Source: an optimization exercise on an open RTL-to-GDS flow (aim: small area, a short achievable clock period and few clock cycles per item). Production flows keep margins and buffers that such runs may drop.
RTL that was checked went through simulation tests only; none was proved equivalent to the original.

Design flash_sector_mapper, start of the top module:
module flash_sector_mapper
(
    input  wire                  clk,
    input  wire                  rst_n,
    input  wire                  s_tvalid,
    output logic                 s_tready,
    input  wire  [S_TDATA_W-1:0] s_tdata,    
    input  wire  [OP_W-1:0]      s_tuser,    
    output logic                 m_tvalid,
    input  wire                  m_tready,
    output logic [M_TDATA_W-1:0] m_tdata,    
    output logic                 m_tuser,    
    input  wire                  psel,
    input  wire                  penable,
    input  wire                  pwrite,
    input  wire  [PADDR_W-1:0]   paddr,
    input  wire  [PDATA_W-1:0]   pwdata,
    output logic [PDATA_W-1:0]   prdata,
    output logic                 pready
);
Size in the first run: roughly 3,900 cells after synthesis, roughly 190 I/O pins.
Settings: LEC_CHECK=0, CAP_MARGIN=20, CORE_MARGIN=2, CORE_UTILIZATION=40, SLEW_MARGIN=20; clock period 11.0 ns.
standard.sh (not shown) runs the stock make flow with config.mk's settings and CLKGATE_MAP_FILE= SYNTH_SCRIPT=/design/flow/synth_recipe.tcl, a recipe that flattens the netlist after the stock synthesis.
==> flow/flow/run.sh <==
#!/bin/bash
set -euo pipefail
export SETUP_SLACK_MARGIN=7
bash standard.sh > run.log 2>&1
The baseline finished but fails on capacitance limit, slew limit.
Change:
--- a/flow/design.v
+++ b/flow/design.v
@@ -40,36 +40,36 @@
     output logic [31:0]        base,
     output logic [7:0]         first_index,
     output logic [4:0]         scale,
     output logic               region_wr
 );
     logic        wr_en;
     logic [2:0]  ridx;
-    logic [2:0]  rd_idx;
+    logic [31:0] rd_mux;
     assign pready    = 1'b1;
     assign wr_en     = psel && penable && pwrite;
     assign ridx      = paddr[4:2];
     assign region_wr = wr_en && !ridx[2];
-    always_ff @(posedge clk)
-    begin
-        rd_idx <= ridx;
-    end
     always_comb
     begin
-        case (rd_idx)
-            3'd0:    prdata = {8'd0, region0};
-            3'd1:    prdata = {8'd0, region1};
-            3'd2:    prdata = {8'd0, region2};
-            3'd3:    prdata = {8'd0, region3};
-            3'd4:    prdata = base;
-            3'd5:    prdata = {24'd0, first_index};
-            3'd6:    prdata = {27'd0, scale};
-            default: prdata = '0;
+        case (ridx)
+            3'd0:    rd_mux = {8'd0, region0};
+            3'd1:    rd_mux = {8'd0, region1};
+            3'd2:    rd_mux = {8'd0, region2};
+            3'd3:    rd_mux = {8'd0, region3};
+            3'd4:    rd_mux = base;
+            3'd5:    rd_mux = {24'd0, first_index};
+            3'd6:    rd_mux = {27'd0, scale};
+            default: rd_mux = '0;
         endcase
     end
+    always_ff @(posedge clk)
+    begin
+        prdata <= rd_mux;
+    end
     always_ff @(posedge clk or negedge rst_n)
     begin
         if (!rst_n)
         begin
             region0     <= REGION0_RESET;
             region1     <= REGION1_RESET;
             region2     <= REGION2_RESET;
@@ -123,15 +123,15 @@
     output logic         fast,
     output logic [3:0]   shf0,
     output logic [3:0]   shf1,
     output logic [3:0]   shf2,
     output logic [3:0]   shf3,
     output logic [3:0]   szero,
     output logic [3:0]   last_live,
-    output logic [9:0]   cum1,     
+    output logic [9:0]   cum1,
     output logic [9:0]   cum2,
     output logic [9:0]   cum3,
     output logic [9:0]   cum4,
     output logic [23:0]  end0,
     output logic [24:0]  end1,
     output logic [25:0]  end2,
     output logic [25:0]  end3,
@@ -160,16 +160,15 @@
     assign live[1] = live[0] && |region1[7:0];
     assign live[2] = live[1] && |region2[7:0];
     assign live[3] = live[2] && |region3[7:0];
     assign cnt[0] = live[0] ? region0[7:0] : 8'd0;
     assign cnt[1] = live[1] ? region1[7:0] : 8'd0;
     assign cnt[2] = live[2] ? region2[7:0] : 8'd0;
     assign cnt[3] = live[3] ? region3[7:0] : 8'd0;
-    assign c2   = 10'(region0[7:0]) + 10'(region1[7:0]);
-    assign cum1 = 10'(region0[7:0]);
+    assign c2 = 10'(region0[7:0]) + 10'(region1[7:0]);
     function automatic logic onehot0_16(input logic [15:0] v);
         logic [7:0] a1, m1;
         logic [3:0] a2, m2;
         logic [1:0] a3, m3;
         for (int i = 0; i < 8; i++)
         begin
             a1[i] = v[2*i] | v[2*i+1];
@@ -211,14 +210,15 @@
         fast      <= &(pow2 | ~live);
         shf0      <= shf_c[0];
         shf1      <= shf_c[1];
         shf2      <= shf_c[2];
         shf3      <= shf_c[3];
         szero     <= {size[3] == 16'd0, size[2] == 16'd0, size[1] == 16'd0, size[0] == 16'd0};
         last_live <= {live[3], live[2] && !live[3], live[1] && !live[2], live[0] && !live[1]};
+        cum1      <= 10'(region0[7:0]);
         cum2      <= c2;
         cum3      <= c2 + 10'(region2[7:0]);
         cum4      <= c2 + (10'(region2[7:0]) + 10'(region3[7:0]));
     end
     typedef enum logic [2:0] {
         S_START = 3'd0,      
         S_PINJ  = 3'd1,      
=> The changed run produced a clean layout; routed wire length drops by 3.3%; count of clock-buffer cells in the layout drops by 7; non-clock buffer count drops by 24; utilization drops by 1.1 points.
Testbench counts after the change, summed over its fixed seeds: cycles 5,056, queries 4,800.
Only the layout flow was run in the first run of this note; the RTL was not checked for function there.

-- re-timing with driven ports --
How much do the figures lean on ideal ports? The routed layouts below were timed once more, with nothing changed but the port constraints. Step 1 sets driving cells, clkbuf_16 on the clock port and buf_2 on the other inputs (assumed; they add their load-dependent delay and slew). Step 2 adds t to the input delays and takes it off the output delays; t is the mean of the earliest and latest rising clock arrival at the registers after step 1. Input paths then give back, and output paths get back, about the clock's delay inside the block. Slacks: ideal / step 1 / step 2; pairs: ideal / step 1.
run | t (ns) | setup slack, ns | hold WS [ns]
the first run | 0.703 | 6.437 / 6.437 / 6.375 | 0.421 / 0.421 / 0.421
the second run | 0.687 | 6.511 / 6.511 / 6.462 | 0.394 / 0.394 / 0.394
The setup slack of the first run, which loses most, moves by 0.000 ns with the drivers and by -0.062 ns with both steps.
